Context: an optimization exercise on an open-source flow, tuned for small area, a short achievable clock period and few clock cycles per item. The choices shown serve that exercise and are no tape-out recipe.
The RTL was checked by simulation tests, not by an equivalence proof against the original design.
Power figures rest on the tool's default switching activity, not on a simulated workload.

Design lru_key_value_cache_unit, start of the top module:
module lru_key_value_cache_unit (
  input  logic                            clk,
  input  logic                            rst,
  input  logic                            req_valid,
  output logic                            req_ready,
  input  logic                            req_op,
  input  logic [lkvc_pkg::LOOKUP_KEY_W-1:0] req_lookup_key,
  input  logic [lkvc_pkg::VALUE_W-1:0]    req_store_value,
  output logic                            rsp_valid,
  input  logic                            rsp_ready,
  output logic                            rsp_found,
  output logic [lkvc_pkg::VALUE_W-1:0]    rsp_read_value,
  input  logic                            psel,
  input  logic                            penable,
  input  logic                            pwrite,
  input  logic [lkvc_pkg::PADDR_W-1:0]    paddr,
  input  logic [lkvc_pkg::PDATA_W-1:0]    pwdata,
  output logic [lkvc_pkg::PDATA_W-1:0]    prdata,
  output logic                            pready
);
Size: roughly 860 flip-flops, ~160 I/O pins.
Settings: LEC_CHECK=0, ABC_AREA=1, CAP_MARGIN=20, CORE_MARGIN=2, CORE_UTILIZATION=60, CTS_BUF_LIST=sky130_fd_sc_hd__clkbuf_8, CTS_CLUSTER_DIAMETER=50, CTS_CLUSTER_SIZE=16, PLACE_DENSITY=0.72, SETUP_SLACK_MARGIN=3.1, SLEW_MARGIN=20; clock period 6.0 ns.
run.sh (not shown) runs the stock make flow with config.mk's settings and CLKGATE_MAP_FILE= SYNTH_SCRIPT=/design/flow/synth_recipe.tcl, a recipe that flattens the netlist after the stock synthesis.
Testbench counts at the start, summed over its fixed seeds: cycles 9,616, items 9,600.
Next try:
==> flow/flow/run.sh (new file) <==
#!/bin/bash
# Standard layout, with the clock tree built from small leaf buffers and without dummy loads.
set -euo pipefail
export CTS_ARGS="-sink_clustering_enable -repair_clock_nets -sink_clustering_size 10 -sink_clustering_max_diameter 40 -buf_list {sky130_fd_sc_hd__clkbuf_4 sky130_fd_sc_hd__clkbuf_8} -sink_clustering_buffer sky130_fd_sc_hd__clkbuf_4 -dont_use_dummy_load"
bash standard.sh > standard_make.log 2>&1
==> flow/standard.sh (new file) <==
#!/bin/bash
# synth_recipe.tcl (not shown) runs the flow's synth.tcl, then flattens the netlist and writes it again
# the make line also repeats each setting of config.mk as NAME=value (left out here)
make -C /OpenROAD-flow-scripts/flow DESIGN_CONFIG=/design/flow/config.mk WORK_HOME=/design/flow/orfs CLKGATE_MAP_FILE= SYNTH_SCRIPT=/design/flow/synth_recipe.tcl "${@:-finish}"
--- a/flow/config.mk
+++ b/flow/config.mk
@@ -6,5 +6,4 @@
 export NUM_CORES = 4
 export LEC_CHECK = 0
-export ABC_AREA = 1
 export CAP_MARGIN = 20
 export CORE_MARGIN = 2
removed: flow/run.sh
- flip-flop and latch count stays the same
- worst setup slack degrades by 49 ps
- first-iteration DRC count shrinks by a quarter to a third
- routed wire length is lower by roughly a tenth
- power went down by about a fifth
- global-route usage decreases by 4.0 points
- core utilization goes down by 2.6 points
- die area goes down slightly
Next try:
==> flow/flow/run.sh (replaced) <==
#!/bin/bash
# Standard layout, with the clock tree built without dummy loads on its leaf buffers, and
# gates on paths with slack to spare downsized after global routing.
set -euo pipefail
export CTS_ARGS="-sink_clustering_enable -repair_clock_nets -sink_clustering_size 16 -sink_clustering_max_diameter 50 -buf_list sky130_fd_sc_hd__clkbuf_8 -dont_use_dummy_load"
export RECOVER_POWER=100
bash standard.sh > standard_make.log 2>&1
Result:
- This time the run completed and failed the layout checks on capacitance limit, slew limit
- total power increases by 1.3%
- maximum frequency shrinks by 30%
- sequential cell count stays the same
- cell area is lower by 1.4%
- clock-buffer cell count is lower by 36
- register-to-register slack degrades by 1500 ps
- wire length barely changes
- cell count fell by 1.0%
Next try:
==> flow/flow/run.sh (replaced) <==
#!/bin/bash
# Standard layout, with the clock tree built without dummy loads on its leaf buffers, and the
# port buffers started at the smallest buffer (repair sizes them up where timing needs it).
set -euo pipefail
export CTS_ARGS="-sink_clustering_enable -repair_clock_nets -sink_clustering_size 16 -sink_clustering_max_diameter 50 -buf_list sky130_fd_sc_hd__clkbuf_8 -dont_use_dummy_load"
export BUFFER_PORTS_ARGS="-buffer_cell sky130_fd_sc_hd__buf_1"
bash standard.sh > standard_make.log 2>&1
--- a/flow/config.mk
+++ b/flow/config.mk
@@ -13,4 +13,4 @@
 export CTS_CLUSTER_SIZE = 16
 export PLACE_DENSITY = 0.72
-export SETUP_SLACK_MARGIN = 3.1
+export SETUP_SLACK_MARGIN = 3.3
 export SLEW_MARGIN = 20
Now the flow completed with no timing, DRC or antenna violations.
Worst hold slack improved by 14 ps.
Final cell count hardly moves.
First-iteration DRC count climbs by a few percent.
Maximum frequency is higher by well over a third.
Routed wire length is about the same.
Die area stays the same.
Sequential cell count is unchanged.
Synthesized cell count does not change.

==> what the ideal ports hide <==
No port has a modelled driver above. Below, the same layouts with a new extraction and two added sets of constraints.
Step 1, drivers: a clkbuf_16 drives clk and a buf_2 each remaining input, both assumed.
Step 2 moves the port delays by t, midway between the first and last clock arrival at a register: inputs arrive t later, outputs are due t later. That takes back most of the time a late clock gives input paths.
Three values: ideal ports, drivers, drivers and shift; two values: the first two.
| run | t (ns) | setup WS [ns] | worst slew at a driven data input, ns |
|---|---|---|---|
| the first run | 0.773 | 2.966 / 2.908 / 2.434 | 0.06 |
| the second run | 0.737 | 2.917 / 2.882 / 2.415 | 0.04 |
| the third run | 0.709 | 1.588 / 1.613 / 0.904 | 0.04 |
| the fourth run | 0.721 | 3.066 / 3.064 / 2.360 | 0.07 |
The setup slack of the fourth run, which loses most, moves by -0.002 ns with the drivers and by -0.706 ns with both steps.
